This design comes from an exercise in tuning for small area, a short achievable clock period and few clock cycles per item on the open sky130 flow, not from production work.
The RTL was checked by simulation tests, not by an equivalence proof against the original design.
Power and IR drop assume default switching activity.

==> flow/design.v (outline; a module is shown in full before it is edited, if it fits) <==
// module issbc_ctrl: 206 lines
// module issbc_dp: 178 lines
// module issbc_csa: 467 lines
// module issbc_rowcfg: 28 lines
// module issbc_ycon: 43 lines
// module issbc_kfix: 20 lines
// module issbc_add41: 256 lines
// module issbc_add32: 203 lines
// module issbc_add18: 99 lines
// module issbc_add17: 94 lines
// module imu_sample_scale_bias_calibrate: 88 lines
module imu_sample_scale_bias_calibrate
(
  input  wire logic             clk,
  input  wire logic             rst_n,
  input  wire logic             cfg_we,
  input  wire logic [1:0]       cfg_index,
  input  wire logic [CNT_W-1:0] cfg_data,
  input  wire logic             in_valid,
  output logic                  in_ready,
  input  wire logic             in_mode,
  input  wire logic [7:0]       in_x_low_byte,
  input  wire logic [7:0]       in_x_high_byte,
  input  wire logic [7:0]       in_y_low_byte,
  input  wire logic [7:0]       in_y_high_byte,
  input  wire logic [7:0]       in_z_low_byte,
  input  wire logic [7:0]       in_z_high_byte,
  output logic                  out_valid,
  input  wire logic             out_ready,
  output logic                  out_source_kind,
  output logic signed [24:0]    out_x_value,
  output logic signed [24:0]    out_y_value,
  output logic signed [24:0]    out_z_value
);
  // ...
==> flow/run.sh <==
#!/bin/bash
# synth_recipe.tcl (not shown) runs the flow's synth.tcl, then flattens the netlist and writes it again
# the make line also repeats each setting of config.mk as NAME=value (left out here)
make -C /OpenROAD-flow-scripts/flow DESIGN_CONFIG=/design/flow/config.mk WORK_HOME=/design/flow/orfs CLKGATE_MAP_FILE= SYNTH_SCRIPT=/design/flow/synth_recipe.tcl finish
==> flow/config.mk <==
export PLATFORM = sky130hd
export DESIGN_NAME = imu_sample_scale_bias_calibrate
export DESIGN_NICKNAME = imu_sample_scale_bias_calibrate
export VERILOG_FILES = /design/flow/design.v
export SDC_FILE = /design/flow/constraint.sdc
export NUM_CORES = 4
export LEC_CHECK = 0
export CAP_MARGIN = 20
export CORE_MARGIN = 2
export CORE_UTILIZATION = 55
export CTS_BUF_LIST = sky130_fd_sc_hd__clkbuf_8
export CTS_CLUSTER_SIZE = 24
export SETUP_SLACK_MARGIN = 5
export SLEW_MARGIN = 20
==> flow/constraint.sdc <==
create_clock -name core_clock -period 9.0 [get_ports {clk}]
set_input_delay 1.8000 -clock core_clock [delete_from_list [all_inputs] [get_ports {clk}]]
set_output_delay 1.8000 -clock core_clock [all_outputs]
set_load 0.01 [all_outputs]
==> flow_summary.ini, run 1 <==
[detailed_routing]
routed_wl_um = 257000
routedWlPerCell_um = 28.1
drt_iter0_markers = 7292
wl_met1_um = 100000

[timing]
worst_slew_pin_slew_ns = 1.26
finalWorstSetupSlack_ns = 4.74
setup_viol = 0
min_period_over_period = 0.474
hold_viol = 0

[clock_network]
worstSkewPairLatency_ns = 0.93
hold_buffers = 0

[cells_and_area]
fillers = 9949
fin_cells = 9137
fin_util = 0.654
design.seq.count = 817
diodes = 6

[worst_setup_path]
r2r-start = u_ctrl.sh0_r[0]
cpMostUsedCell = fa_2
crit_slowest_cell = fa_2

[die]
pin_count = 150

[synth]
synth_top_family_by_area = adder cells
synthTopCellsByCount = inv_1, ha_1, nand2_1
synth_area_um2 = 67600
synth_area_per_cell_um2 = 9.65
synth_mux_area_frac = 0.0306

[run_status]
status = no timing/DRC/antenna violations

[min_path]
min_path_cells = 0

[grt]
grt_util_met1 = 0.527
globalRouteMet2Util = 0.601

[pwr]
finalPower_mw = 11.5
pwr-share-seq = 0.377
vdd_drop_max_mv = 0.200
clock_power_mw = 3.89
p_sw_mw = 3.89

[placement]
gp_congestion = 1.02
Testbench counts, summed over its fixed seeds: cycles 2,736, items 2,400.
==> module issbc_ctrl, before the edit <==
module issbc_ctrl
(
  input  wire logic             clk,
  input  wire logic             rst_n,
  input  wire logic             cfg_we,
  input  wire logic [1:0]       cfg_index,
  input  wire logic [CNT_W-1:0] cfg_data,
  input  wire logic             in_valid,
  output logic                  in_ready,
  input  wire logic             in_mode,
  output logic                  out_valid,
  input  wire logic             out_ready,
  output logic                  out_source_kind,
  output logic                  cap,
  output logic                  cap_sk,
  output logic                  cap_pass,
  output logic                  cap_hi,
  output logic [2:0]            cap_k,
  output logic                  cap_g,
  output logic                  sk_ld,
  output logic                  acc,
  output logic                  div_load,
  output logic                  div_step,
  output logic [CNT_W-1:0]      div_n,
  output logic                  g0,
  output logic [2:0]            k0,
  output logic [4:0]            sh0,
  output logic                  e1_0,
  output logic                  e2_0,
  output logic                  q2_0,
  output logic                  kfix,
  output logic                  y_rnd,
  output logic                  ld1,
  output logic                  g1,
  output logic                  w_p1,
  output logic                  w_p2,
  output logic                  ld_out
);
  typedef enum logic [3:0] {
    S_RUN  = 4'd0,
    S_SUMW = 4'd7,
    S_LOAD = 4'd1,
    S_DIV  = 4'd2,
    S_P1   = 4'd3,
    S_PW1  = 4'd4,
    S_PW1B = 4'd8,
    S_P2   = 4'd5,
    S_PW2  = 4'd6
  } state_t;
  state_t           state_r, state_nx;
  logic [1:0]       accel_sel_r;
  logic [2:0]       gyro_sel_r;
  logic [CNT_W-1:0] cnt_r;
  logic [CNT_W-1:0] fc_r;
  logic [$clog2(DIV_CYC)-1:0] dc_r;
  logic             rdy_r;
  logic             skv, skv_nx, sk_mode;
  logic             v0, a0, v1, ov, ok;
  logic [1:0]       ps0, ps1;
  logic             g0_r, g1_r;
  logic [2:0]       k0_r;
  logic [4:0]       sh0_r;
  logic             active_r, last_r;
  logic             e1_r, e2_r, q2_r;
  logic [2:0] kg, ka;
  assign kg = (gyro_sel_r > 3'd4) ? 3'd4 : gyro_sel_r;
  assign ka = {1'b0, accel_sel_r};
  logic calib_active, calib_last, adv, s1_free, s0_free, in_fire, take;
  logic src_mode, cal, pcap;
  assign calib_active = active_r;
  assign calib_last   = last_r;
  assign adv      = !ov || out_ready;
  assign s1_free  = !v1 || adv;
  assign s0_free  = !v0 || s1_free;
  assign in_ready = rdy_r;
  assign in_fire  = in_valid && rdy_r;
  assign take     = s0_free && (skv || in_fire);
  assign src_mode = skv ? sk_mode : in_mode;
  assign cal      = src_mode && calib_active;
  assign pcap     = ((state_r == S_P1) && !v0 && !v1) || (state_r == S_P2);
  assign cap      = take || pcap;
  assign cap_sk   = skv;
  assign cap_pass = pcap;
  assign cap_hi   = (state_r == S_P2);
  assign cap_k    = (pcap || src_mode) ? kg : ka;
  assign cap_g    = pcap || src_mode;
  assign sk_ld    = in_fire && !s0_free;
  assign acc      = a0;
  assign div_load = (state_r == S_LOAD);
  assign div_step = (state_r == S_DIV);
  assign div_n    = fc_r;
  assign g0       = g0_r;
  assign k0       = k0_r;
  assign sh0      = sh0_r;
  assign y_rnd    = (ps0 == 2'd1);
  assign ld1      = (v0 && s1_free) || (ps0 != 2'd0);
  assign g1       = g1_r;
  assign w_p1     = (ps1 == 2'd1);
  assign w_p2     = (ps1 == 2'd2);
  assign ld_out   = v1 && adv;
  assign out_valid       = ov;
  assign out_source_kind = ok;
  always_comb begin
    state_nx = state_r;
    case (state_r)
      S_SUMW:  state_nx = S_LOAD;
      S_LOAD:  state_nx = S_DIV;
      S_DIV:   if (dc_r == DIV_CYC - 1) state_nx = S_P1;
      S_P1:    if (pcap) state_nx = S_PW1;
      S_PW1:   state_nx = S_PW1B;
      S_PW1B:  state_nx = S_P2;
      S_P2:    state_nx = S_PW2;
      S_PW2:   state_nx = S_RUN;
      default: ;
    endcase
    if (take && cal && calib_last) state_nx = S_SUMW;
    if (cfg_we && (cfg_index == 2'd1)) state_nx = S_P1;
  end
  assign skv_nx = sk_ld ? 1'b1 : (take ? 1'b0 : skv);
  logic [CNT_W:0] fc1, fc2;
  logic           act0, act1, last0, last1;
  assign fc1   = {1'b0, fc_r} + 17'd1;
  assign fc2   = {1'b0, fc_r} + 17'd2;
  assign act0  = ({1'b0, fc_r} < {1'b0, cnt_r});
  assign act1  = (fc1 < {1'b0, cnt_r});
  assign last0 = (fc1 == {1'b0, cnt_r});
  assign last1 = (fc2 == {1'b0, cnt_r});
  logic             e1_c, e2_c, q2_c;
  issbc_rowcfg u_rowcfg (
    .g  (pcap || src_mode),
    .k  (cap_k),
    .e1 (e1_c),
    .e2 (e2_c),
    .q2 (q2_c)
  );
  assign e1_0 = e1_r;
  assign e2_0 = e2_r;
  assign q2_0 = q2_r;
  assign kfix = (state_r == S_P2);
  always_ff @(posedge clk) begin
    if (!rst_n) begin
      state_r     <= S_RUN;
      rdy_r       <= 1'b0;
      accel_sel_r <= 2'd3;
      gyro_sel_r  <= 3'd4;
      cnt_r       <= '0;
      fc_r        <= '0;
      dc_r        <= '0;
      skv         <= 1'b0;
      v0          <= 1'b0;
      a0          <= 1'b0;
      ps0         <= 2'd0;
      active_r    <= 1'b0;
      last_r      <= 1'b0;
      v1          <= 1'b0;
      ps1         <= 2'd0;
      ov          <= 1'b0;
    end else begin
      state_r  <= state_nx;
      active_r <= (take && cal) ? act1 : act0;
      last_r   <= (take && cal) ? last1 : last0;
      rdy_r   <= (state_nx == S_RUN) && !skv_nx && !cfg_we;
      skv     <= skv_nx;
      if (cfg_we) begin
        case (cfg_index)
          2'd0:    accel_sel_r <= cfg_data[1:0];
          2'd1:    gyro_sel_r  <= cfg_data[2:0];
          2'd2:    cnt_r       <= cfg_data;
          default: ;
        endcase
      end
      if (state_r == S_LOAD)     dc_r <= '0;
      else if (state_r == S_DIV) dc_r <= dc_r + 1'b1;
      if (take) begin
        v0  <= !cal;
        a0  <= cal;
        ps0 <= 2'd0;
        if (cal) fc_r <= fc_r + 1'b1;
      end else if (pcap) begin
        v0  <= 1'b0;
        a0  <= 1'b0;
        ps0 <= cap_hi ? 2'd2 : 2'd1;
      end else begin
        if (s1_free) v0 <= 1'b0;
        a0  <= 1'b0;
        ps0 <= 2'd0;
      end
      if (s1_free) v1 <= v0;
      ps1 <= ps0;
      if (adv) ov <= v1;
    end
  end
  always_ff @(posedge clk) begin
    if (sk_ld) sk_mode <= in_mode;
    if (cap) begin
      g0_r <= pcap || src_mode;
      k0_r <= cap_k;
      sh0_r <= 5'd1 << cap_k;
      e1_r <= e1_c;
      e2_r <= e2_c;
      q2_r <= q2_c;
    end
    if (ld1)    g1_r <= g0_r;
    if (ld_out) ok   <= g1_r;
  end
endmodule
==> module issbc_dp, before the edit <==
module issbc_dp
(
  input  wire logic                    clk,
  input  wire logic                    rst_n,
  input  wire logic [RAW_W-1:0]        in_raw,
  input  wire logic                    cap,        
  input  wire logic                    cap_sk,     
  input  wire logic                    cap_pass,   
  input  wire logic                    cap_hi,     
  input  wire logic [2:0]              cap_k,      
  input  wire logic                    cap_g,      
  input  wire logic                    sk_ld,      
  input  wire logic                    acc,        
  input  wire logic                    div_load,   
  input  wire logic                    div_step,
  input  wire logic [CNT_W-1:0]        div_n,
  input  wire logic                    g0,         
  input  wire logic [2:0]              k0,         
  input  wire logic [4:0]              sh0,        
  input  wire logic                    e1_0,       
  input  wire logic                    e2_0,
  input  wire logic                    q2_0,
  input  wire logic                    y_rnd,      
  input  wire logic                    ld1,
  input  wire logic                    g1,         
  input  wire logic                    w_p1,       
  input  wire logic                    w_p2,       
  input  wire logic                    kfix,       
  input  wire logic                    ld_out,
  output logic signed [OUT_W-1:0]      out_value
);
  logic [RAW_W-1:0]        sk_raw;
  logic signed [A_W-1:0]   a0;
  logic                    cin0;
  logic signed [SUM_W-1:0] sum_r;
  logic [Q_W-1:0]          q_r;
  logic                    qneg_r;
  logic signed [T_W-1:0]   k_r;
  logic                    z_r;
  logic [T_W-1:0]          s1s, s1c;
  logic signed [OUT_W-1:0] out_r;
  always_ff @(posedge clk) begin
    if (sk_ld) sk_raw <= in_raw;
  end
  logic [16:0]           qpart;
  logic signed [A_W-1:0] a_src;
  always_comb begin
    qpart = cap_hi ? {1'b0, q_r[31:16]} : {1'b0, q_r[15:0]};
    if (cap_pass)    a_src = qneg_r ? $signed(qpart) : $signed(~qpart);
    else if (cap_sk) a_src = {sk_raw[RAW_W-1], sk_raw};
    else             a_src = {in_raw[RAW_W-1], in_raw};
  end
  logic signed [17:0] bcmp;
  logic               below, cin_src;
  issbc_add18 u_bcmp (
    .a   ({a_src[A_W-1], a_src}),
    .b   (qneg_r ? {2'b00, q_r[31:16]} : ~{2'b00, q_r[31:16]}),
    .cin (!qneg_r && (q_r[15:0] == 16'd0)),
    .s   (bcmp)
  );
  assign below   = cap_g ? (z_r && bcmp[17]) : a_src[A_W-1];
  assign cin_src = !cap_pass && !below;
  always_ff @(posedge clk) begin
    if (cap) begin
      cin0 <= cin_src;
      a0  <= a_src;
    end
  end
  logic                    neg_l;
  logic signed [SUM_W-1:0] sum_nx;
  assign neg_l  = div_load && sum_r[SUM_W-1];
  issbc_add32 u_sum (
    .a   (sum_r ^ {SUM_W{neg_l}}),
    .b   (div_load ? '0 : SUM_W'(a0)),
    .cin (neg_l),
    .s   (sum_nx)
  );
  always_ff @(posedge clk) begin
    if (!rst_n) sum_r <= '0;
    else if (acc) sum_r <= sum_nx;
  end
  logic [SUM_W-1:0] sabs;
  assign sabs = sum_nx;
  logic [CNT_W-1:0] rem   [DIV_R+1];
  logic [Q_W-1:0]   nq    [DIV_R+1];
  logic [CNT_W:0]   trial [DIV_R];
  logic [CNT_W:0]   tdiff [DIV_R];
  assign rem[0] = k_r[CNT_W-1:0];
  assign nq[0]  = q_r;
  for (genvar i = 0; i < DIV_R; i++) begin : g_div
    assign trial[i] = {rem[i], nq[i][Q_W-1]};
    issbc_add17 u_sub (
      .a   (trial[i]),
      .b   (~{1'b0, div_n}),
      .cin (1'b1),
      .s   (tdiff[i])
    );
    assign rem[i+1] = tdiff[i][CNT_W] ? trial[i][CNT_W-1:0] : tdiff[i][CNT_W-1:0];
    assign nq[i+1]  = {nq[i][Q_W-2:0], !tdiff[i][CNT_W]};
  end
  logic [T_W-1:0] y_op, cs_s, cs_c;
  logic [T_W-1:0] y_con;
  issbc_ycon u_ycon (
    .p1   (y_rnd),
    .qneg (qneg_r),
    .k    (k0),
    .yc   (y_con)
  );
  assign y_op = (g0 && !y_rnd) ? k_r : y_con;
  logic [AP_W-1:0] a_x, ap0;
  assign a_x = {{(AP_W-A_W){a0[A_W-1]}}, a0};
  assign ap0 = ({AP_W{sh0[0]}} & a_x)
             | ({AP_W{sh0[1]}} & (a_x << 1))
             | ({AP_W{sh0[2]}} & (a_x << 2))
             | ({AP_W{sh0[3]}} & (a_x << 3))
             | ({AP_W{sh0[4]}} & (a_x << 4));
  issbc_csa u_csa (
    .a  (a0),
    .ap (ap0),
    .g  (g0),
    .e1 (e1_0),
    .e2 (e2_0),
    .q2 (q2_0),
    .y  (y_op),
    .cin(cin0),
    .s  (cs_s),
    .c  (cs_c)
  );
  always_ff @(posedge clk) begin
    if (ld1) begin
      s1s <= cs_s;
      s1c <= cs_c;
    end
  end
  logic signed [T_W-1:0] t;
  logic                  tie;
  issbc_add41 u_fin (
    .a   (s1s),
    .b   (s1c),
    .cin (1'b0),
    .s   (t)
  );
  assign tie = ((s1s[15:0] ^ s1c[15:0]) == {s1s[14:0] | s1c[14:0], 1'b0});
  always_ff @(posedge clk) begin
    if (ld_out) out_r <= t[T_W-1:16];
  end
  assign out_value = out_r;
  logic [15:0]    k_hi;
  logic [T_W-1:0] k_rst;
  issbc_kfix u_kfix (
    .k    (k0),
    .r    (k_r[24:0]),
    .hi   (k_hi),
    .krst (k_rst)
  );
  always_ff @(posedge clk) begin
    if (!rst_n) begin
      q_r    <= '0;
      qneg_r <= 1'b0;
      k_r    <= k_rst;
      z_r    <= 1'b1;
    end else if (div_load) begin
      k_r[CNT_W-1:0] <= sabs[SUM_W-1:16];
      q_r            <= {sabs[15:0], 1'b0, div_n[CNT_W-1:1]};
      qneg_r         <= sum_r[SUM_W-1];
    end else if (div_step) begin
      k_r[CNT_W-1:0] <= rem[DIV_R];
      q_r            <= nq[DIV_R];
    end else if (w_p1) begin
      k_r[24:0] <= t[T_W-1:16];
      z_r       <= tie;
    end else if (kfix) begin
      k_r[T_W-1:25] <= k_hi;
    end else if (w_p2) begin
      k_r <= t;
    end
  end
endmodule
==> module imu_sample_scale_bias_calibrate, before the edit <==
module imu_sample_scale_bias_calibrate
(
  input  wire logic             clk,
  input  wire logic             rst_n,
  input  wire logic             cfg_we,
  input  wire logic [1:0]       cfg_index,
  input  wire logic [CNT_W-1:0] cfg_data,
  input  wire logic             in_valid,
  output logic                  in_ready,
  input  wire logic             in_mode,
  input  wire logic [7:0]       in_x_low_byte,
  input  wire logic [7:0]       in_x_high_byte,
  input  wire logic [7:0]       in_y_low_byte,
  input  wire logic [7:0]       in_y_high_byte,
  input  wire logic [7:0]       in_z_low_byte,
  input  wire logic [7:0]       in_z_high_byte,
  output logic                  out_valid,
  input  wire logic             out_ready,
  output logic                  out_source_kind,
  output logic signed [24:0]    out_x_value,
  output logic signed [24:0]    out_y_value,
  output logic signed [24:0]    out_z_value
);
  logic             cap, cap_sk, cap_pass, cap_hi, sk_ld, acc, div_load, div_step;
  logic             g0, y_rnd, ld1, g1, w_p1, w_p2, ld_out, cap_g;
  logic [2:0]       cap_k, k0;
  logic [4:0]       sh0;
  logic             e1_0, e2_0, q2_0, kfix;
  logic [CNT_W-1:0] div_n;
  issbc_ctrl u_ctrl (
    .clk             (clk),
    .rst_n           (rst_n),
    .cfg_we          (cfg_we),
    .cfg_index       (cfg_index),
    .cfg_data        (cfg_data),
    .in_valid        (in_valid),
    .in_ready        (in_ready),
    .in_mode         (in_mode),
    .out_valid       (out_valid),
    .out_ready       (out_ready),
    .out_source_kind (out_source_kind),
    .cap             (cap),
    .cap_sk          (cap_sk),
    .cap_pass        (cap_pass),
    .cap_hi          (cap_hi),
    .cap_k           (cap_k),
    .cap_g           (cap_g),
    .sk_ld           (sk_ld),
    .acc             (acc),
    .div_load        (div_load),
    .div_step        (div_step),
    .div_n           (div_n),
    .g0              (g0),
    .k0              (k0),
    .sh0             (sh0),
    .e1_0            (e1_0),
    .e2_0            (e2_0),
    .q2_0            (q2_0),
    .kfix            (kfix),
    .y_rnd           (y_rnd),
    .ld1             (ld1),
    .g1              (g1),
    .w_p1            (w_p1),
    .w_p2            (w_p2),
    .ld_out          (ld_out)
  );
  issbc_dp u_x (
    .clk (clk), .rst_n (rst_n), .in_raw ({in_x_high_byte, in_x_low_byte}),
    .cap (cap), .cap_sk (cap_sk), .cap_pass (cap_pass), .cap_hi (cap_hi), .cap_k (cap_k), .cap_g (cap_g),
    .sk_ld (sk_ld), .acc (acc), .div_load (div_load), .div_step (div_step), .div_n (div_n),
    .g0 (g0), .k0 (k0), .sh0 (sh0), .e1_0 (e1_0), .e2_0 (e2_0), .q2_0 (q2_0), .kfix (kfix), .y_rnd (y_rnd), .ld1 (ld1), .g1 (g1), .w_p1 (w_p1), .w_p2 (w_p2),
    .ld_out (ld_out), .out_value (out_x_value)
  );
  issbc_dp u_y (
    .clk (clk), .rst_n (rst_n), .in_raw ({in_y_high_byte, in_y_low_byte}),
    .cap (cap), .cap_sk (cap_sk), .cap_pass (cap_pass), .cap_hi (cap_hi), .cap_k (cap_k), .cap_g (cap_g),
    .sk_ld (sk_ld), .acc (acc), .div_load (div_load), .div_step (div_step), .div_n (div_n),
    .g0 (g0), .k0 (k0), .sh0 (sh0), .e1_0 (e1_0), .e2_0 (e2_0), .q2_0 (q2_0), .kfix (kfix), .y_rnd (y_rnd), .ld1 (ld1), .g1 (g1), .w_p1 (w_p1), .w_p2 (w_p2),
    .ld_out (ld_out), .out_value (out_y_value)
  );
  issbc_dp u_z (
    .clk (clk), .rst_n (rst_n), .in_raw ({in_z_high_byte, in_z_low_byte}),
    .cap (cap), .cap_sk (cap_sk), .cap_pass (cap_pass), .cap_hi (cap_hi), .cap_k (cap_k), .cap_g (cap_g),
    .sk_ld (sk_ld), .acc (acc), .div_load (div_load), .div_step (div_step), .div_n (div_n),
    .g0 (g0), .k0 (k0), .sh0 (sh0), .e1_0 (e1_0), .e2_0 (e2_0), .q2_0 (q2_0), .kfix (kfix), .y_rnd (y_rnd), .ld1 (ld1), .g1 (g1), .w_p1 (w_p1), .w_p2 (w_p2),
    .ld_out (ld_out), .out_value (out_z_value)
  );
endmodule
==> run 2, diff against run 1 <==
--- a/flow/design.v
+++ b/flow/design.v
@@ -40,12 +40,11 @@
   output logic [CNT_W-1:0]      div_n,
   output logic                  g0,
   output logic [2:0]            k0,
-  output logic [4:0]            sh0,
+  output logic [1:0]            ka_o,
   output logic                  e1_0,
   output logic                  e2_0,
   output logic                  q2_0,
   output logic                  kfix,
-  output logic                  y_rnd,
   output logic                  ld1,
   output logic                  g1,
   output logic                  w_p1,
@@ -75,7 +74,6 @@
   logic [1:0]       ps0, ps1;
   logic             g0_r, g1_r;
   logic [2:0]       k0_r;
-  logic [4:0]       sh0_r;
   logic             active_r, last_r;
   logic             e1_r, e2_r, q2_r;
   logic [2:0] kg, ka;
@@ -107,8 +105,7 @@
   assign div_n    = fc_r;
   assign g0       = g0_r;
   assign k0       = k0_r;
-  assign sh0      = sh0_r;
-  assign y_rnd    = (ps0 == 2'd1);
+  assign ka_o     = accel_sel_r;
   assign ld1      = (v0 && s1_free) || (ps0 != 2'd0);
   assign g1       = g1_r;
   assign w_p1     = (ps1 == 2'd1);
@@ -211,7 +208,6 @@
     if (cap) begin
       g0_r <= pcap || src_mode;
       k0_r <= cap_k;
-      sh0_r <= 5'd1 << cap_k;
       e1_r <= e1_c;
       e2_r <= e2_c;
       q2_r <= q2_c;
@@ -241,11 +237,10 @@
   input  wire logic [CNT_W-1:0]        div_n,
   input  wire logic                    g0,         
   input  wire logic [2:0]              k0,         
-  input  wire logic [4:0]              sh0,        
+  input  wire logic [1:0]              ka,         
   input  wire logic                    e1_0,       
   input  wire logic                    e2_0,
   input  wire logic                    q2_0,
-  input  wire logic                    y_rnd,      
   input  wire logic                    ld1,
   input  wire logic                    g1,         
   input  wire logic                    w_p1,       
@@ -257,6 +252,7 @@
   logic [RAW_W-1:0]        sk_raw;
   logic signed [A_W-1:0]   a0;
   logic                    cin0;
+  logic [AP_W-1:0]         ap0;
   logic signed [SUM_W-1:0] sum_r;
   logic [Q_W-1:0]          q_r;
   logic                    qneg_r;
@@ -288,7 +284,8 @@
   always_ff @(posedge clk) begin
     if (cap) begin
       cin0 <= cin_src;
-      a0  <= a_src;
+      a0   <= a_src;
+      ap0  <= {{(AP_W-A_W){a_src[A_W-1]}}, a_src} << cap_k;
     end
   end
   logic                    neg_l;
@@ -324,21 +321,20 @@
     assign nq[i+1]  = {nq[i][Q_W-2:0], !tdiff[i][CNT_W]};
   end
   logic [T_W-1:0] y_op, cs_s, cs_c;
-  logic [T_W-1:0] y_con;
-  issbc_ycon u_ycon (
-    .p1   (y_rnd),
+  logic [T_W-1:0] y_acc, y_p1;
+  issbc_ycon u_yacc (
+    .p1   (1'b0),
+    .qneg (1'b0),
+    .k    ({1'b0, ka}),
+    .yc   (y_acc)
+  );
+  issbc_ycon u_yp1 (
+    .p1   (1'b1),
     .qneg (qneg_r),
-    .k    (k0),
-    .yc   (y_con)
+    .k    (cap_k),
+    .yc   (y_p1)
   );
-  assign y_op = (g0 && !y_rnd) ? k_r : y_con;
-  logic [AP_W-1:0] a_x, ap0;
-  assign a_x = {{(AP_W-A_W){a0[A_W-1]}}, a0};
-  assign ap0 = ({AP_W{sh0[0]}} & a_x)
-             | ({AP_W{sh0[1]}} & (a_x << 1))
-             | ({AP_W{sh0[2]}} & (a_x << 2))
-             | ({AP_W{sh0[3]}} & (a_x << 3))
-             | ({AP_W{sh0[4]}} & (a_x << 4));
+  assign y_op = g0 ? k_r : y_acc;
   issbc_csa u_csa (
     .a  (a0),
     .ap (ap0),
@@ -391,6 +387,8 @@
     end else if (div_step) begin
       k_r[CNT_W-1:0] <= rem[DIV_R];
       q_r            <= nq[DIV_R];
+    end else if (cap_pass && !cap_hi) begin
+      k_r <= y_p1;
     end else if (w_p1) begin
       k_r[24:0] <= t[T_W-1:16];
       z_r       <= tie;
@@ -1638,9 +1636,9 @@
   output logic signed [24:0]    out_z_value
 );
   logic             cap, cap_sk, cap_pass, cap_hi, sk_ld, acc, div_load, div_step;
-  logic             g0, y_rnd, ld1, g1, w_p1, w_p2, ld_out, cap_g;
+  logic             g0, ld1, g1, w_p1, w_p2, ld_out, cap_g;
   logic [2:0]       cap_k, k0;
-  logic [4:0]       sh0;
+  logic [1:0]       ka;
   logic             e1_0, e2_0, q2_0, kfix;
   logic [CNT_W-1:0] div_n;
   issbc_ctrl u_ctrl (
@@ -1668,12 +1666,11 @@
     .div_n           (div_n),
     .g0              (g0),
     .k0              (k0),
-    .sh0             (sh0),
+    .ka_o            (ka),
     .e1_0            (e1_0),
     .e2_0            (e2_0),
     .q2_0            (q2_0),
     .kfix            (kfix),
-    .y_rnd           (y_rnd),
     .ld1             (ld1),
     .g1              (g1),
     .w_p1            (w_p1),
@@ -1684,21 +1681,21 @@
     .clk (clk), .rst_n (rst_n), .in_raw ({in_x_high_byte, in_x_low_byte}),
     .cap (cap), .cap_sk (cap_sk), .cap_pass (cap_pass), .cap_hi (cap_hi), .cap_k (cap_k), .cap_g (cap_g),
     .sk_ld (sk_ld), .acc (acc), .div_load (div_load), .div_step (div_step), .div_n (div_n),
-    .g0 (g0), .k0 (k0), .sh0 (sh0), .e1_0 (e1_0), .e2_0 (e2_0), .q2_0 (q2_0), .kfix (kfix), .y_rnd (y_rnd), .ld1 (ld1), .g1 (g1), .w_p1 (w_p1), .w_p2 (w_p2),
+    .g0 (g0), .k0 (k0), .ka (ka), .e1_0 (e1_0), .e2_0 (e2_0), .q2_0 (q2_0), .kfix (kfix), .ld1 (ld1), .g1 (g1), .w_p1 (w_p1), .w_p2 (w_p2),
     .ld_out (ld_out), .out_value (out_x_value)
   );
   issbc_dp u_y (
     .clk (clk), .rst_n (rst_n), .in_raw ({in_y_high_byte, in_y_low_byte}),
     .cap (cap), .cap_sk (cap_sk), .cap_pass (cap_pass), .cap_hi (cap_hi), .cap_k (cap_k), .cap_g (cap_g),
     .sk_ld (sk_ld), .acc (acc), .div_load (div_load), .div_step (div_step), .div_n (div_n),
-    .g0 (g0), .k0 (k0), .sh0 (sh0), .e1_0 (e1_0), .e2_0 (e2_0), .q2_0 (q2_0), .kfix (kfix), .y_rnd (y_rnd), .ld1 (ld1), .g1 (g1), .w_p1 (w_p1), .w_p2 (w_p2),
+    .g0 (g0), .k0 (k0), .ka (ka), .e1_0 (e1_0), .e2_0 (e2_0), .q2_0 (q2_0), .kfix (kfix), .ld1 (ld1), .g1 (g1), .w_p1 (w_p1), .w_p2 (w_p2),
     .ld_out (ld_out), .out_value (out_y_value)
   );
   issbc_dp u_z (
     .clk (clk), .rst_n (rst_n), .in_raw ({in_z_high_byte, in_z_low_byte}),
     .cap (cap), .cap_sk (cap_sk), .cap_pass (cap_pass), .cap_hi (cap_hi), .cap_k (cap_k), .cap_g (cap_g),
     .sk_ld (sk_ld), .acc (acc), .div_load (div_load), .div_step (div_step), .div_n (div_n),
-    .g0 (g0), .k0 (k0), .sh0 (sh0), .e1_0 (e1_0), .e2_0 (e2_0), .q2_0 (q2_0), .kfix (kfix), .y_rnd (y_rnd), .ld1 (ld1), .g1 (g1), .w_p1 (w_p1), .w_p2 (w_p2),
+    .g0 (g0), .k0 (k0), .ka (ka), .e1_0 (e1_0), .e2_0 (e2_0), .q2_0 (q2_0), .kfix (kfix), .ld1 (ld1), .g1 (g1), .w_p1 (w_p1), .w_p2 (w_p2),
     .ld_out (ld_out), .out_value (out_z_value)
   );
 endmodule
==> run 2 against run 1 <==
Still clean. Global-route usage decreased by 0.11 points. Clock power decreased by 1%. Die area increased by 2.5%. Via count decreased by 1.2%. Clock-buffer cell count increased by 13. Hold slack got worse by 0.013 ns. Critical endpoint is now u_x.k_r[14].
==> flow_summary.ini, run 2 <==
[timing]
hold_viol = 0
period_needed_ns = 4.23
setup_viol = 0
slew_headroom = 0.170
fin_skew_ns = 0.0521
fmax_mhz = 236
rsz0062_at_grt = true
holdWs_ns = 0.418
min_period_over_period = 0.470
worst_slew_pin_slew_ns = 1.23
fin_setup_tns_ns = 0
report.final.slew_viol_count = 0

[cells_and_area]
layout_common_cells = inv_1, nand2_1, ha_1
layout.nets = 8509
final_common_cell = inv_1
final_area_um2 = 80100
fin_util = 0.639
syn2layout_area_growth_pct = 15.4
drive_above_1_share = 0.121

[grt]
antenna_found_initial = 18
grt.total_usage = 0.397
first_global_vias = 54300
grt_first_pass_wirelength_um = 375000
grt_max_degree = 129
grt-ovfl-total = 0

[synth]
synth_cells = 7063
ys_warn_count = 12
yosysSeqAreaShare = 0.325
yosysMostFrequentCell = inv_1
netlist.area_leader.share = 0.215
ys.flop_type = edfxtp_1
netlist_top_cells_area = edfxtp_1, fa_1, dfxtp_1, ha_1, xnor2_1
yosysTopAreaCell = edfxtp_1
synth_area_per_cell_um2 = 9.82
yosysUniqueCellTypes = 90
synth-edff-count = 496
ys_seq_elements = 880
synth_area_um2 = 69400
synthTopCellsByCount = inv_1, nand2_1, ha_1
synthArstFlopShare = 0
synth_nets = 8250

[run_status]
status = no timing/DRC/antenna violations

[placement]
place_area_um2 = 73100
portBuffers = 149
gp_congestion = 0.985
hpwl_um = 190000

[worst_setup_path]
cpMostUsedCell = a2111oi_4
regToRegSetupSlack_ns = 4.77
cpPeakStageDelay_ns = 0.61
arrival_ns = 5.04
required_ns = 9.81
cp_max_fo = 4
path_depth = 15
critPathLaunchType = flip-flop
critPathBufInv = 2
cp-endpoint = u_x.k_r[14]
critical_path_class = reg2reg
path_cells = or4b_4 > buf_6 > buf_16 > a31oi_4 > fa_2 > nor2b_4 > o31a_1 > o311ai_4 > a2111oi_4 > o21a_1 > a221o_1 > a311oi_2 > xnor2_2 > a2111oi_4 > a21oi_1
timing.critical_path.from = u_ctrl.state_r[1]
crit_slowest_cell = or4b_4
cp_top_family = compound AO/OA/AOI/OAI gates
cp-end-kind = flip-flop
r2r_end = u_x.k_r[14]
r2r-start = u_ctrl.state_r[1]
r2r.worst_path.cells = 15

[clock_network]
h-tree-depth = 4
cts_tree = yes
worstSkewPairLatency_ns = 0.94
cts_sinks = 880
clk_path_buf_depth = 3
clk_pin_slew_ns = 0.06
cts_root_buffer = clkbuf_8
cts_buffers = 163

[job]
cap_violations = 0

[die]
start_util = 0.553
die_area_um2 = 129000
chipWidth_um = 359
pin_count = 150
fp.dieH_um = 359
core-area_um2 = 125000
placementRows = 130

[detailed_routing]
routedWlPerCell_um = 28.7
postRouteAntennaNets = 0
routed_wl_um = 262000
viasPerCell = 6.29
drc = 0
dr.pass1.iters = 15
drt_iter0_markers = 7235
num_vias = 57300

[min_path]
hold_path.class = reg2reg

[pwr]
cellPowerDensity_nw_per_um2 = 169
vdd_drop_max_mv = 0.162
p_leak_nw = 33.0
run 2: cell families (layout without fill, tap and decap cells):
logic type               after synthesis  in the layout  share of synthesized area
AND/OR/NAND/NOR                     1657           1660                      0.109
AO/OA/AOI/OAI                       1473           1473                      0.137
buffers and inverters               1121           1514                     0.0609
adder cells (fa/ha/maj)             1115           1115                      0.258
flip-flops                           880            880                      0.325
XOR/XNOR                             482            483                     0.0608
multiplexers                         335            335                     0.0490
other                                  0              8                          0
run 2: cell type report:
type | count | area [µm²]
Sequential cell | 880 | 22600
Clock buffer | 189 | 2600
Antenna cell | 8 | 20.0
Clock inverter | 114 | 561
Fill cell | 10400 | 45300
Tap cell | 1650 | 2060
Timing Repair Buffer | 417 | 4330
Multi-Input combinational cell | 5066 | 44900
Inverter | 794 | 3040
run 2: where the power goes:
group | switching, mW | total, mW | leakage (nW) | internal (mW)
clock | 1.87 | 3.85 | 1.85 | 1.97
combinational | 2.89 | 4.73 | 23.5 | 1.84
sequential | 0.275 | 4.98 | 7.62 | 4.70
run 2: worst min-delay path by stage:
stage                     start   endpoint  slack, ns  cells after the start
finish              u_ctrl.g1_r  u_ctrl.ok       0.42                      0
global route        u_ctrl.g1_r  u_ctrl.ok       0.44                      0
CTS                 u_ctrl.g1_r  u_ctrl.ok       0.42                      0
detailed placement  u_ctrl.g1_r  u_ctrl.ok       0.41                      0
global placement    u_ctrl.g1_r  u_ctrl.ok       0.40                      0
floorplan           u_ctrl.g1_r  u_ctrl.ok       0.40                      0
run 2: worst register-to-register path, stage by stage (launching register included):
cell and delay (ns):
dfxtp_4 0.35, or4b_4 0.61, buf_6 0.16, buf_16 0.13, a31oi_4 0.15, fa_2 0.27
nor2b_4 0.05, o31a_1 0.29, o311ai_4 0.39, a2111oi_4 0.14, o21a_1 0.21, a221o_1 0.36
a311oi_2 0.36, xnor2_2 0.20, a2111oi_4 0.33, a21oi_1 0.10
run 2: timing repair:
action,4_1_cts,5_1_grt
endpoints found under the hold margin,0,0
endpoints found under the setup margin,348,174
hold buffers,0,0
pin swaps,73,93
gates resized for setup,263,186
cloned,13,7
buffers inserted,68,67
run 2: metal layers:
| layer | routed length [µm] | global-route usage | up-vias |
|---|---|---|---|
| li1 | - | - | 25000 |
| met1 | 106000 | 0.555 | 28400 |
| met2 | 110000 | 0.579 | 3300 |
| met3 | 31200 | 0.103 | 710 |
| met4 | 14300 | 0.179 | 12 |
| met5 | 69 | 0 | - |
run 2: through the flow:
stage,power (mW),cells,setup slack (ns)
6_report,13.6,9118,4.77
5_1_grt,14.2,9112,4.68
4_1_cts,13.4,9036,4.75
3_5_place_dp,9.38,8652,3.24
3_3_place_gp,9.31,8651,3.30
2_1_floorplan,7.76,7063,4.04
Testbench counts of run 2, summed over its fixed seeds: cycles 2,736, items 2,400.
==> run 3, diff against run 2 <==
--- a/flow/config.mk
+++ b/flow/config.mk
@@ -12,3 +12,4 @@
 export CTS_CLUSTER_SIZE = 24
 export SETUP_SLACK_MARGIN = 5
 export SLEW_MARGIN = 20
+export TNS_END_PERCENT = 10
==> run 3 against run 2 <==
Total power down 1.6%. Setup slack worse by 0.045 ns. Critical endpoint unchanged. Sequential power about the same. Sequential cell count unchanged. Final cell count down 0.25%. Die area unchanged. Utilization down 0.51 points. Synthesized cell count unchanged. Fmax down 1.1%. Area after synthesis unchanged.
==> flow_summary.ini, run 3 <==
[run_status]
status = no timing/DRC/antenna violations

[clock_network]
cts_sinks = 880
cts_tree = yes
worstSkewPairLatency_ns = 0.97
clk_pin_slew_ns = 0.06
clk_path_buf_depth = 3
cts_root_buffer = clkbuf_8
h-tree-depth = 4
cts_buffers = 159

[timing]
worst_slew_pin_slew_ns = 1.29
setup_viol = 0
fin_skew_ns = 0.0493
report.final.slew_viol_count = 0
fin_setup_tns_ns = 0
finalWorstSetupSlack_ns = 4.73
slew_headroom = 0.133
period_needed_ns = 4.27
holdWs_ns = 0.423
fmax_mhz = 234
min_period_over_period = 0.475
hold_viol = 0
rsz0062_at_grt = true

[synth]
ys_seq_elements = 880
yosysMostFrequentCell = inv_1
synthArstFlopShare = 0
ys_warn_count = 12
synth_nets = 8250
synth-xor-area-share = 0.0608
synth_top_family_by_area = adder cells
synth_mux_area_frac = 0.0490
yosysUniqueCellTypes = 90
synth_cells = 7063
yosysSeqAreaShare = 0.325
synth-edff-count = 496
yosysTopAreaCell = edfxtp_1
netlist.area_leader.share = 0.215
synth_area_um2 = 69400
synthTopCellsByCount = inv_1, nand2_1, ha_1
synth-compound-area-share = 0.137
synth_fa_ha_area_frac = 0.258
netlist_top_cells_area = edfxtp_1, fa_1, dfxtp_1, ha_1, xnor2_1
synthSimpleGateAreaFrac = 0.109
ys.flop_type = edfxtp_1
synth_area_per_cell_um2 = 9.82

[detailed_routing]
num_vias = 56800
dr.pass1.iters = 8
drt_iter0_markers = 6783
viasPerCell = 6.24
postRouteAntennaNets = 0
drc = 0
routed_wl_um = 258000
routedWlPerCell_um = 28.4

[worst_setup_path]
cp_max_fo = 6
r2r.worst_path.cells = 15
r2r_end = u_x.k_r[14]
regToRegSetupSlack_ns = 4.73
required_ns = 9.84
arrival_ns = 5.12
critPathLaunchType = flip-flop
r2r-start = u_ctrl.state_r[2]
critical_path_class = reg2reg
cp-end-kind = flip-flop

[cells_and_area]
layout_common_cells = inv_1, nand2_1, ha_1
fin_cells = 9095
layout.nets = 8490
drive_above_1_share = 0.105
syn2layout_area_growth_pct = 14.5
final_common_cell = inv_1
fin_util = 0.633
final_area_um2 = 79400
fillers = 10500

[min_path]
hold_end = u_z.s1c[0]
hold_path.class = reg2reg
min_path_cells = 0
hold_start = u_z.cin0

[die]
placementRows = 130
start_util = 0.553
fp.dieH_um = 359
die_area_um2 = 129000
pin_count = 150
core-area_um2 = 125000
chipWidth_um = 359

[placement]
place_ws_ns = 2.78
place_area_um2 = 72800
gp_congestion = 1.01
place_inst = 8649
portBuffers = 149
hpwl_um = 189000

[grt]
grt-ovfl-total = 0
grt_first_pass_wirelength_um = 373000
grt_max_degree = 149
grt.total_usage = 0.396
antenna_found_initial = 14
first_global_vias = 54600

[pwr]
p_leak_nw = 32.8
finalPower_mw = 13.3
vdd_drop_max_mv = 0.200
cellPowerDensity_nw_per_um2 = 168

[job]
cap_violations = 0
## run 3: cell counts after synthesis
Identical to the previous run, type by type.
## run 3: layout make-up
class / count / area (µm²) / share of cell area
multi-input combinational: 5067 / 44600 / 0.561
clock inverter: 133 / 782 / 0.00984
clock buffer: 164 / 2260 / 0.0284
antenna: 6 / 15.0 / 0.000189
inverter: 794 / 3040 / 0.0382
timing repair buffer: 401 / 4080 / 0.0514
sequential: 880 / 22600 / 0.285
tap: 1650 / 2060 / 0.0260
## run 3: metal layers
metal  global-route usage  up-vias  wire length [µm]
met4                0.215        2             16300
met3                0.109      749             30100
li1                     -    24900                 -
met2                0.559     3216            106000
met1                0.550    27900            106000
met5                    0        -                13
## run 3: cell families (layout without fill, tap and decap cells)
kind of cell / Yosys count / in the layout
AO/OA/AOI/OAI: 1473 / 1473
XOR/XNOR: 482 / 482
adder cells (fa/ha/maj): 1115 / 1115
buffers and inverters: 1121 / 1492
flip-flops: 880 / 880
multiplexers: 335 / 336
other: 0 / 6
AND/OR/NAND/NOR: 1657 / 1661
## run 3: power by group
part / switching, mW / internal (mW)
combinational: 2.81 / 1.77
clock: 1.89 / 1.88
sequential: 0.267 / 4.70
total: 4.97 / 8.36
## run 3: how the worst max path moves through the flow
stage | start | endpoint | slack (ns) | cells after the start
after detailed placement | in_mode | u_y.k_r[18] | 2.78 | 12
after global routing | u_ctrl.state_r[2] | u_x.k_r[14] | 4.63 | 16
after floorplan | u_ctrl.g0_r | u_x.s1s[18] | 4.02 | 11
after CTS | u_ctrl.state_r[2] | u_x.sum_r[31] | 4.74 | 15
after global placement | in_mode | u_y.k_r[18] | 2.87 | 12
final | u_ctrl.state_r[2] | u_x.k_r[14] | 4.73 | 15
## run 3: critical path, cell delays in order, from the launching register on
cell	delay (ns)
dfxtp_4	0.37
or4b_4	0.57
buf_12	0.16
buf_12	0.13
a31oi_4	0.15
fa_2	0.27
nor2b_4	0.05
o31a_1	0.29
o311ai_4	0.40
a2111oi_4	0.14
o21a_1	0.22
a221o_1	0.39
a311oi_2	0.36
xnor2_2	0.18
a2111oi_2	0.39
a21oi_1	0.11
## run 3: what timing repair did
item / CTS / global route
cloned: 15 / 4
pin swaps: 63 / 59
buffers inserted: 81 / 41
gates resized for setup: 266 / 141
setup endpoints to repair: 488 / 197
hold buffers: 0 / 0

-- static timing again, ports no longer ideal --
The results above use ideal ports. As a check the final layouts listed here were re-extracted and re-timed, cells and wires unchanged.
Step 1, drivers: a clkbuf_16 drives clk and a buf_2 each remaining input, both assumed.
Step 2 also shifts input and output timing later by t, the mid clock arrival at the registers, as if the neighbouring blocks saw the same clock.
Three values: ideal ports, drivers, drivers and shift; two values: the first two.
run | shift t [ns] | slack for setup (ns) | clock arrival spread, ns | worst slew at a driven data input, ns
run 1 | 0.984 | 4.738 / 4.738 / 4.078 | 0.057 / 0.057 | 0.13
run 2 | 0.986 | 4.771 / 4.771 / 4.079 | 0.053 / 0.053 | 0.09
run 3 | 1.026 | 4.726 / 4.726 / 3.929 | 0.055 / 0.055 | 0.05
After both steps setup and hold are still met in every run listed. For run 3, which loses most, drivers alone change the setup slack by 0.000 ns; drivers and shift together by -0.797 ns.
